This is an optimization exercise on Yosys and OpenROAD, whose aim is small area, a short achievable clock period and few clock cycles per item, not a production implementation. The RTL of this run was laid out without a check of its function.

--- flow/design.v ---
module seq_operator_unit (
    input  logic        clk,
    input  logic        rst,
    input  logic        in_valid,
    output logic        in_ready,
    input  logic [3:0]  op,
    input  logic        is_signed,
    input  logic [31:0] a,
    input  logic [31:0] b,
    output logic        out_valid,
    input  logic        out_ready,
    output logic [31:0] result,
    output logic        div_by_zero
);
    localparam int K = 8;
    localparam logic [3:0] OP_ADD  = 4'd0,  OP_SUB  = 4'd1,  OP_MUL  = 4'd2,  OP_DIV  = 4'd3,
                           OP_MOD  = 4'd4,  OP_AND  = 4'd5,  OP_OR   = 4'd6,  OP_XOR  = 4'd7,
                           OP_XNOR = 4'd8,  OP_SHL  = 4'd9,  OP_SHR  = 4'd10, OP_ASHR = 4'd11,
                           OP_RAND = 4'd12, OP_ROR  = 4'd13, OP_RXOR = 4'd14, OP_LT   = 4'd15;
    localparam logic [2:0] S_EXEC  = 3'd0,   
                           S_MUL   = 3'd1,   
                           S_ALIGN = 3'd2,   
                           S_ITER  = 3'd3,   
                           S_FIX   = 3'd4;   
    logic        xv;
    logic [2:0]  xst;
    logic [3:0]  xop;
    logic        xsg;
    logic [31:0] r1, r2, r3;
    logic        negq, negr;
    logic [4:0]  cnt;
    logic        yv, zv;
    logic [31:0] yres, zres;
    logic        ydz, zdz;
    wire is_div = (xop == OP_DIV) || (xop == OP_MOD);
    wire is_mul = (xop == OP_MUL);
    wire        do_sub = (xst == S_ITER) || (xop == OP_SUB) || (xop == OP_LT);
    wire [32:0] addsum = {1'b0, r1} + {1'b0, r2 ^ {32{do_sub}}} + {32'd0, do_sub};
    wire        borrow = ~addsum[32];
    wire        lt     = (xsg && (r1[31] != r2[31])) ? r1[31] : borrow;
    function automatic logic [31:0] rev32(input logic [31:0] v);
        for (int i = 0; i < 32; i++) rev32[i] = v[31-i];
    endfunction
    wire        big_sh = |r2[31:5];
    wire        sh_l   = (xop == OP_SHL);
    wire        fill   = (xop == OP_ASHR) && xsg && r1[31];
    wire [31:0] sh_in  = sh_l ? rev32(r1) : r1;
    wire [63:0] sh_w   = {{32{fill}}, sh_in} >> r2[4:0];
    wire [31:0] sh_r   = big_sh ? {32{fill}} : sh_w[31:0];
    wire [31:0] sh_out = sh_l ? rev32(sh_r) : sh_r;
    logic [31:0] alu_res;
    always_comb begin
        case (xop)
            OP_ADD, OP_SUB: alu_res = addsum[31:0];
            OP_AND:  alu_res = r1 & r2;
            OP_OR:   alu_res = r1 | r2;
            OP_XOR:  alu_res = r1 ^ r2;
            OP_XNOR: alu_res = ~(r1 ^ r2);
            OP_SHL, OP_SHR, OP_ASHR: alu_res = sh_out;
            OP_RAND: alu_res = {31'd0, &r1};
            OP_ROR:  alu_res = {31'd0, |r1};
            OP_RXOR: alu_res = {31'd0, ^r1};
            OP_LT:   alu_res = {31'd0, lt};
            default: alu_res = 32'd0;
        endcase
    end
    logic [31:0] mul_sum;
    always_comb begin
        mul_sum = r3;
        for (int i = 0; i < K; i++) mul_sum = mul_sum + ((r1 << i) & {32{r2[i]}});
    end
    wire mul_last = (r2[31:K] == '0);
    wire        b_zero = (r2 == 32'd0);
    wire [31:0] r1_neg = -r1;
    wire [31:0] r2_neg = -r2;
    wire [31:0] fix_in = (xop == OP_DIV) ? r3 : r1;
    wire [31:0] fix_neg = -fix_in;
    function automatic logic [5:0] lzc32(input logic [31:0] v);
        lzc32 = 6'd32;
        for (int i = 0; i < 32; i++) if (v[i]) lzc32 = 6'(31 - i);
    endfunction
    wire [5:0]  lz1 = lzc32(r1);
    wire [5:0]  lz2 = lzc32(r2);
    wire [6:0]  dsh = {1'b0, lz2} - {1'b0, lz1};
    wire        q_zero = dsh[6];                  
    wire [31:0] r2_al = r2 << (q_zero ? 5'd0 : dsh[4:0]);
    wire        ge      = ~borrow;                
    wire [31:0] rem_nx  = ge ? addsum[31:0] : r1;
    wire [31:0] quo_nx  = {r3[30:0], ge};
    wire        need_fix = (xop == OP_DIV) ? negq : negr;
    logic        x_finish;
    logic [31:0] x_res;
    logic        x_dz;
    always_comb begin
        x_finish = 1'b0;
        x_res    = alu_res;
        x_dz     = 1'b0;
        case (xst)
            S_EXEC: begin
                if (is_mul) begin
                    x_finish = mul_last;
                    x_res    = mul_sum;
                end else if (is_div) begin
                    x_finish = b_zero;
                    x_res    = (xop == OP_DIV) ? 32'hFFFF_FFFF : r1;
                    x_dz     = 1'b1;
                end else begin
                    x_finish = 1'b1;
                end
            end
            S_MUL: begin
                x_finish = mul_last;
                x_res    = mul_sum;
            end
            S_ITER: begin
                x_finish = (cnt == 5'd0) && !need_fix;
                x_res    = (xop == OP_DIV) ? quo_nx : rem_nx;
            end
            S_FIX: begin
                x_finish = 1'b1;
                x_res    = fix_neg;
            end
            default: ;
        endcase
    end
    wire x_done = xv && x_finish && !zv;
    assign in_ready = !xv || x_done;
    always_ff @(posedge clk or posedge rst) begin
        if (rst) begin
            xv  <= 1'b0;
            xst <= S_EXEC;
        end else if (in_ready) begin
            xv  <= in_valid;
            xst <= S_EXEC;
        end else if (!x_finish) begin
            case (xst)
                S_EXEC:  xst <= is_mul ? S_MUL : S_ALIGN;
                S_MUL:   xst <= S_MUL;
                S_ALIGN: xst <= S_ITER;
                S_ITER:  xst <= (cnt == 5'd0) ? S_FIX : S_ITER;
                default: xst <= xst;
            endcase
        end
    end
    always_ff @(posedge clk) begin
        if (in_ready) begin
            xop <= op;
            xsg <= is_signed;
            r1  <= a;
            r2  <= b;
            r3  <= 32'd0;
        end else if (!x_finish) begin
            case (xst)
                S_EXEC, S_MUL: begin
                    if (is_mul) begin
                        r1 <= r1 << K;
                        r2 <= r2 >> K;
                        r3 <= mul_sum;
                    end else begin
                        r1   <= (xsg && r1[31]) ? r1_neg : r1;
                        r2   <= (xsg && r2[31]) ? r2_neg : r2;
                        negq <= xsg && (r1[31] ^ r2[31]);
                        negr <= xsg && r1[31];
                    end
                end
                S_ALIGN: begin
                    r2  <= r2_al;
                    r3  <= 32'd0;
                    cnt <= q_zero ? 5'd0 : dsh[4:0];
                end
                S_ITER: begin
                    r1  <= rem_nx;
                    r2  <= r2 >> 1;
                    r3  <= quo_nx;
                    cnt <= cnt - 5'd1;
                end
                default: ;
            endcase
        end
    end
    wire push   = x_done;
    wire y_load = !yv || out_ready;
    always_ff @(posedge clk or posedge rst) begin
        if (rst) begin
            yv <= 1'b0;
            zv <= 1'b0;
        end else if (y_load) begin
            yv <= zv || push;
            zv <= 1'b0;
        end else if (push) begin
            zv <= 1'b1;
        end
    end
    always_ff @(posedge clk) begin
        if (y_load) begin
            yres <= zv ? zres : x_res;
            ydz  <= zv ? zdz  : x_dz;
        end else if (push) begin
            zres <= x_res;
            zdz  <= x_dz;
        end
    end
    assign out_valid   = yv;
    assign result      = yres;
    assign div_by_zero = ydz;
endmodule
--- flow/run.sh ---
#!/bin/bash
# synth_recipe.tcl (not shown) runs the flow's synth.tcl, then flattens the netlist and writes it again
# the make line also repeats each setting of config.mk as NAME=value (left out here)
make -C /OpenROAD-flow-scripts/flow DESIGN_CONFIG=/design/flow/config.mk WORK_HOME=/design/flow/orfs CLKGATE_MAP_FILE= SYNTH_SCRIPT=/design/flow/synth_recipe.tcl finish
--- flow/config.mk ---
export PLATFORM = sky130hd
export DESIGN_NAME = seq_operator_unit
export DESIGN_NICKNAME = seq_operator_unit
export VERILOG_FILES = /design/flow/design.v
export SDC_FILE = /design/flow/constraint.sdc
export NUM_CORES = 4
export LEC_CHECK = 0
export CAP_MARGIN = 20
export CORE_MARGIN = 2
export CORE_UTILIZATION = 40
export SLEW_MARGIN = 20
--- flow/constraint.sdc ---
create_clock -name core_clock -period 9.5 [get_ports {clk}]
set_input_delay 1.9000 -clock core_clock [delete_from_list [all_inputs] [get_ports {clk}]]
set_output_delay 1.9000 -clock core_clock [all_outputs]
set_load 0.01 [all_outputs]
==> metrics.cfg <==
[hold_path]
min_path_cells=2
hold_path.startpoint=zres[24]$_DFFE_PP_
hold_path_class=register to register
whs_endpoint=yres[24]$_DFFE_PN_

[job]
cap_violations=0

[yosys]
netlist_area_um2=30600
synth_common_cells=480 x nor2_1, 382 x nand2_1, 289 x inv_1
synthTopCellsByArea=edfxtp_1 14%, fa_1 12%, ha_1 7.4%
yosysMostFrequentCell=nor2_1
synth_nets=4283
ys_types=95
synth_top_area_share_pct=13.9
avgSynthCellArea_um2=7.97
yosys.area.top_type=edfxtp_1
syn-instance-count=3841
ys_ff_latch=180
seq_area_frac_synth_pct=16.5
async_flop_share_pct=3.33
ys_warn_count=1
ys.flop_type=edfxtp_1
synth-edff-count=142

[cts]
post-cts-setup-buffers=0
ctsHoldBuffers=0
cts_buffers=17
cts_resized=0
clock_path_buffers=2
cts_max_level=4
tritoncts=built
cts_sinks=180
cts-root-buf=clkbuf_16
clock_latency_ns=0.54
clk_pin_slew_worst_paths_ns=0.09

[global_route]
grt_pass1_vias=30500
overflow=0
grt_usage_pct=39.9
grt_start_max_net_pins=70
grt_pass1_wl_um=226000
antenna_found_initial=10

[route]
routed_wl_um=159000
post_drt_wl_per_cell_um=33.1
vias=32700
wl_met1_um=59700
dr.max_layer_used=met5
antenna_left=0
drc=0
drt-vias-per-instance=6.81
wl_met2_um=64500
drt_iter0_markers=5494
drt_first_pass_iters=8
met3_length_um=22100

[sta]
finalHoldViolations=0
max_freq_mhz=126
setup_viol=0
worstMarginPinSlew_ns=1.37
drv_slew=0
fin_crit_ns=7.92
max_slew_margin_pct=8.59
skew_ns=0.0333
tns_ns=0
period_share_pct=83.4
rsz0062_at_grt=false
setup_ws_ns=1.58

[worst_setup_path]
crit_type=register to register
cp-end-kind=register
r2r-start=r1[1]$_DFFE_PP_
path_buf_inv=5
worst_path_most_repeated_cell=a211oi_1
cp_slowest_cell=edfxtp_1
crit_fanout=26
max_stage_delay_ns=0.87
crit_arrival_ns=8.20
start_kind=register
r2r_slack_ns=1.58
reg2regPathDepth=26
r2r_end=r2[26]$_DFFE_PP_
critPathTopFamily=compound AO/OA/AOI/OAI gates
worstPathRequired_ns=9.78

[die]
dieArea_um2=78700
fp.coreArea_um2=75800
start_util_pct=40.4
die_y_um=281
io_pins=108
fp-row-count=101
die_w_um=281

[placement]
dp_hpwl_um=117000
io_buffers=107
routabilityCongestion=1.07
dp.cells=4759
dp_slack_ns=1.82
dpl_cell_area_um2=32900

[run_status]
status=no timing/DRC/antenna violations

[cells_and_area]
nets=4245
design_area_um2=33600
layout.cells.non_filler=4795
syn_to_final_growth_pct=9.85
drive_gt1_share_pct=9.28

[state kept, by name, summed over array words and instances, names as in the netlist]
| register | flops |
|---|---|
| ydz | 1 |
| zres | 32 |
| cnt | 5 |
| xop | 4 |
| yres | 32 |
| negr | 1 |
| r1 | 32 |
| zv | 1 |
| r2 | 32 |
| yv | 1 |
| xv | 1 |
| r3 | 32 |
| xsg | 1 |
| zdz | 1 |
| xst | 3 |
| negq | 1 |
[placed cells by master (no fill, tap or decap), types with 22 or more instances in the layout]
| cell | synthesis | routed |
|---|---|---|
| a211oi_1 | 69 | 67 |
| a21o_1 | 43 | 42 |
| a21oi_1 | 219 | 214 |
| a221oi_1 | 44 | 44 |
| a311oi_1 | 22 | 22 |
| a31oi_1 | 69 | 69 |
| and2_1 | 25 | 25 |
| and3_1 | 22 | 22 |
| buf_4 | 2 | 146 |
| clkdlybuf4s50_1 | 0 | 107 |
| dfxtp_1 | 32 | 32 |
| edfxtp_1 | 142 | 142 |
| fa_1 | 189 | 189 |
| ha_1 | 180 | 180 |
| inv_1 | 289 | 289 |
| mux2_2 | 30 | 30 |
| mux2i_1 | 94 | 94 |
| mux4_2 | 80 | 80 |
| nand2_1 | 382 | 380 |
| nand3_1 | 67 | 67 |
| nand4_1 | 34 | 34 |
| nor2_1 | 480 | 479 |
| nor3_1 | 85 | 84 |
| nor4_1 | 24 | 24 |
| o211ai_1 | 53 | 53 |
| o21ai_0 | 230 | 230 |
| o221ai_1 | 22 | 22 |
| o31ai_1 | 33 | 33 |
| or3_1 | 22 | 22 |
| xnor2_1 | 157 | 157 |
| xor2_1 | 32 | 32 |
[stage by stage]
stage | hold WS, ns | utilization (%)
after global placement | 0.513 | 43.4
after CTS | 0.545 | 44.2
after floorplan | 0.498 | -
after detailed placement | 0.519 | 43.4
after global routing | 0.563 | 44.3
final | 0.548 | 44.3
[kinds of logic (layout without fill, tap and decap cells)]
family          Yosys count  after routing  share of synthesized area [%]
xor+xnor                189            189                           5.41
buf+inv                 627            602                           7.85
mux                     205            205                           10.1
compound gates         1039           1039                           22.6
simple gates           1232           1232                           17.9
other cells               0              1                              0
flops                   180            180                           16.5
fa+ha+maj               369            369                           19.7
[area by class of cell]
cell class              instances  area, um^2
fillers                      7795       42200
flip-flops and latches        180        5060
well taps                     978        1220
clock inverters                14         183
inverters                     315        1180
multi-input cells            3034       23300
repair buffers                255        2210
clock buffers                  18         439
diodes                          1        2.50
[metal layers]
layer	global-route usage [%]	vias to the layer above
li1	-	13700
met1	51.7	15800
met2	56.6	2576
met3	13.5	647
met4	25.6	16
met5	0.0625	-
[worst max path at each step]
| stage | startpoint | end | slack, ns | cells past startpoint |
|---|---|---|---|---|
| floorplan | r2[0]$_DFFE_PP_ | r2[26]$_DFFE_PP_ | 2.18 | 31 |
| global placement | r1[1]$_DFFE_PP_ | r2[23]$_DFFE_PP_ | 1.87 | 24 |
| detailed placement | r1[1]$_DFFE_PP_ | r2[23]$_DFFE_PP_ | 1.82 | 24 |
| CTS | r1[1]$_DFFE_PP_ | r2[23]$_DFFE_PP_ | 1.81 | 24 |
| global route | r1[1]$_DFFE_PP_ | r2[23]$_DFFE_PP_ | 1.20 | 25 |
| finish | r1[1]$_DFFE_PP_ | r2[26]$_DFFE_PP_ | 1.58 | 26 |
[worst register-to-register path, delay by kind of cell (launching register included)]
kind                     cells  cell delay (ns)
AND/OR/NAND/NOR              3             0.24
buffers and inverters        5             1.28
AO/OA/AOI/OAI               13             3.58
flip-flops                   1             0.87
adder cells (fa/ha/maj)      3             0.87
multiplexers                 2             0.88

## afterwards: timing with drivers on the ports
How much do the figures lean on ideal ports? The routed layout below was timed once more, with nothing changed but the port constraints. Step 1 sets driving cells, clkbuf_16 on the clock port and buf_2 on the other inputs (assumed; they add their load-dependent delay and slew). Step 2 moves the port delays by t, midway between the first and last clock arrival at a register: inputs arrive t later, outputs are due t later. That takes back most of the time a late clock gives input paths. Slacks: no drivers / after step 1 / after step 2; pairs: no drivers / after step 1.
t, ns: 0.593
setup WS [ns]: 1.578 / 1.578 / 1.578
hold slack, ns: 0.548 / 0.548 / 0.548
After both steps setup and hold are still met in this run. The setup slack of this run moves by 0.000 ns with the drivers and by 0.000 ns with both steps.
